This is an optimization exercise on Yosys and OpenROAD, whose aim is small area, a short achievable clock period and few clock cycles per item, not a production implementation.
Only simulation tests tie the RTL to the original design; equivalence was not proved.
No activity file was given, so power comes from the tool's default toggle rates.

== oak ==
## event_timed_task_dispatch_table_core
module event_timed_task_dispatch_table_core (
    input  wire logic        clk,
    input  wire logic        rst_n,
    input  wire logic        req_valid,
    output logic             req_ready,
    input  wire logic [1:0]  req_action,
    input  wire logic [7:0]  req_task_id,
    input  wire logic [7:0]  req_trigger_mask,
    input  wire logic        req_use_delay,
    input  wire logic [31:0] req_delay_ticks,
    input  wire logic [7:0]  req_handler_tag,
    input  wire logic [31:0] req_now_ticks,
    input  wire logic [7:0]  req_event_mask,
    output logic             rsp_valid,
    input  wire logic        rsp_ready,
    output logic [2:0]       rsp_status,
    output logic [3:0]       rsp_slot_index,
    output logic [7:0]       rsp_matched_id,
    output logic [7:0]       rsp_matched_handler,
    output logic             rsp_last_result,
    input  wire logic        cfg_we,
    input  wire logic [30:0] cfg_wdata
);
For scale: ~4,200 cells after synthesis, roughly 1,200 flip-flops, roughly 160 I/O pins, roughly 0.054 mm2 of cells after synthesis.
clock: 8.5 ns
lec_check: 0
abc_clock_period_in_ps: 2500
cap_margin: 20
core_margin: 2
core_utilization: 55
cts_cluster_diameter: 141
cts_cluster_size: 20
setup_slack_margin: 5.0
slew_margin: 20
tns_end_percent: 15
run.sh (not shown) runs the stock make flow with config.mk's settings and CLKGATE_MAP_FILE= SYNTH_SCRIPT=/design/flow/synth_recipe.tcl, a recipe that flattens the netlist after the stock synthesis.
Testbench counts of oak, summed over its fixed seeds: cycles 7,989, items 3,200.
What pine does differently from oak at the input level:
==> flow/config.mk <==
export PLATFORM = sky130hd
export DESIGN_NAME = event_timed_task_dispatch_table_core
export DESIGN_NICKNAME = event_timed_task_dispatch_table_core
export VERILOG_FILES = /design/flow/design.v
export SDC_FILE = /design/flow/constraint.sdc
export NUM_CORES = 4
export LEC_CHECK = 0
export ABC_CLOCK_PERIOD_IN_PS = 3500
export CAP_MARGIN = 20
export CORE_MARGIN = 2
export CORE_UTILIZATION = 40
export SETUP_SLACK_MARGIN = 4.6
export SLEW_MARGIN = 20
pine closes out successfully: all stages finished, all timing, DRC and antenna checks passed. Per the comparison of pine with oak, wire length on met3 fell about 20%, ratio of total power to cell area picked up an extra about 4.4%, combinational logic power shrank by 8.3%. pine vs. oak: non-clock buffer count went down by about 16%. Compared with oak, in pine max-capacitance violation count level; critical path depth moved down. Going from oak to pine, count of non-filler cells in the finished layout grew by a little under 10%. Compared with oak, pine shows a higher power after layout.
Here is what was changed in the inputs of birch compared with pine.
diff --git a/flow/config.mk b/flow/config.mk
--- a/flow/config.mk
+++ b/flow/config.mk
@@ -11,2 +11,4 @@
 export CORE_UTILIZATION = 40
+export CTS_CLUSTER_DIAMETER = 141
+export CTS_CLUSTER_SIZE = 20
 export SETUP_SLACK_MARGIN = 4.6
==> run summary <==
pine → birch: largest fanout on the critical path shows an increase of 14; ratio of final minimum period to clock period went up; length of the first detailed-routing pass in iterations decreased by 1 relative to the old numbers. Final wirelength | birch below pine. Taking pine as the reference, in birch synthesized cell count held; number of diodes added for antenna fixing went up 1; final setup skew essentially unchanged. | total non-filler cell area in the finished layout | birch vs pine | better |. Sort pine and birch by via count of the first global-routing pass, ascending, and birch comes first. Diff pine..birch | sequential cell count | unchanged.


tundra:
Starting RTL as in the previous note.
make LEC_CHECK=0 ABC_CLOCK_PERIOD_IN_PS=3500 CAP_MARGIN=20 CORE_MARGIN=2 CORE_UTILIZATION=40 CTS_CLUSTER_DIAMETER=141 CTS_CLUSTER_SIZE=20 SETUP_SLACK_MARGIN=5.0 SLEW_MARGIN=20 finish   # period 8.5 ns
The flow did not stop early for tundra: all stages ran, and the layout cleared the timing, DRC and antenna checks.
Testbench counts of tundra, summed over its fixed seeds: cycles 7,989, items 3,200.
The inputs of violet differ from those of tundra as listed below.
-- flow/config.mk --
<<< tundra, line 6
export NUM_CORES = 4
export LEC_CHECK = 0
export ABC_CLOCK_PERIOD_IN_PS = 3500
export CAP_MARGIN = 20
export CORE_MARGIN = 2
export CORE_UTILIZATION = 40
export CTS_CLUSTER_DIAMETER = 141
export CTS_CLUSTER_SIZE = 20
>>> violet, line 6
export NUM_CORES = 4
export LEC_CHECK = 0
export ABC_CLOCK_PERIOD_IN_PS = 2500
export CAP_MARGIN = 20
export CORE_MARGIN = 2
export CORE_UTILIZATION = 55
export CTS_CLUSTER_DIAMETER = 141
export CTS_CLUSTER_SIZE = 20
Notes after the runs:
violet ends up with a area added between synthesis and finish that is 1.4 points lower than in tundra. Per the comparison of violet with tundra, worst setup slack moved down; portion of the clock cycle consumed by the worst path in the final layout moved up. Final period demand of the worst path sits higher in violet than in tundra. The maximum frequency from static timing analysis of violet falls short of that of tundra by about 0.6%.
Here is what was changed in the inputs of delta compared with violet.
==> flow/config.mk <==
export PLATFORM = sky130hd
export DESIGN_NAME = event_timed_task_dispatch_table_core
export DESIGN_NICKNAME = event_timed_task_dispatch_table_core
export VERILOG_FILES = /design/flow/design.v
export SDC_FILE = /design/flow/constraint.sdc
export NUM_CORES = 4
export LEC_CHECK = 0
export ABC_CLOCK_PERIOD_IN_PS = 3500
export CAP_MARGIN = 20
export CORE_MARGIN = 2
export CORE_UTILIZATION = 55
export CTS_CLUSTER_DIAMETER = 141
export CTS_CLUSTER_SIZE = 20
export SETUP_SLACK_MARGIN = 4.6
export SLEW_MARGIN = 20
### Flow results
- Number of non-clock buffers in the layout: delta vs violet down 13%
- Result for violet and delta: all clean
- violet has a higher count of cells resized by post-cts repair than delta.
- Synthesized area: violet vs delta — no meaningful difference
- Looking at highest-delay cell along the critical path, the edfxtp_1 result is from violet; the o41a_1 one comes from delta.
- Looking at origin of the worst setup path, the r_c[4]$_DFFE_PP_ result is from delta; the r_c[8]$_DFFE_PP_ one comes from violet.
- Going from violet to delta, first-pass GRT wire length lost 5400 um; worst slack at placement picked up an extra 0.15 ns; count of buffers added by post-CTS timing repair for setup lost 61%.
- Per the comparison of delta with violet, final instance area went down 2.4%, clock share of power went up 0.7 points, vias after detailed routing went down 870.
- delta: relative area change from synthesis to final layout is 2.8 points lower than what violet reported.

static timing again, ports no longer ideal:
The results above use ideal ports. As a check the final layouts listed here were re-extracted and re-timed, cells and wires unchanged.
Step 1 (the two cells are an assumption about what drives the block):
set clk [get_ports {clk}]
set_driving_cell -lib_cell sky130_fd_sc_hd__clkbuf_16 $clk
set_driving_cell -lib_cell sky130_fd_sc_hd__buf_2 [delete_from_list [all_inputs] $clk]
Step 2 adds t to the input delays and takes it off the output delays; t is the mean of the earliest and latest rising clock arrival at the registers after step 1. Input paths then give back, and output paths get back, about the clock's delay inside the block.
Three values: no drivers, after step 1, after step 2; two values: the first two.
run	shift t [ns]	setup slack, ns	worst setup path at the end	pins driven straight from the clock port
oak	0.733	4.722 / 4.722 / 4.129	input to register	1
pine	0.827	4.661 / 4.661 / 3.902	input to register	1
birch	0.756	4.627 / 4.618 / 3.925	input to register	1
tundra	0.734	4.863 / 4.863 / 4.166	input to register	1
violet	0.732	4.840 / 4.840 / 4.214	input to register	1
delta	0.737	4.634 / 4.602 / 4.038	input to register	1
After both steps every run listed still meets setup and hold. The setup slack of pine, which loses most, moves by 0.000 ns with the drivers and by -0.759 ns with both steps.
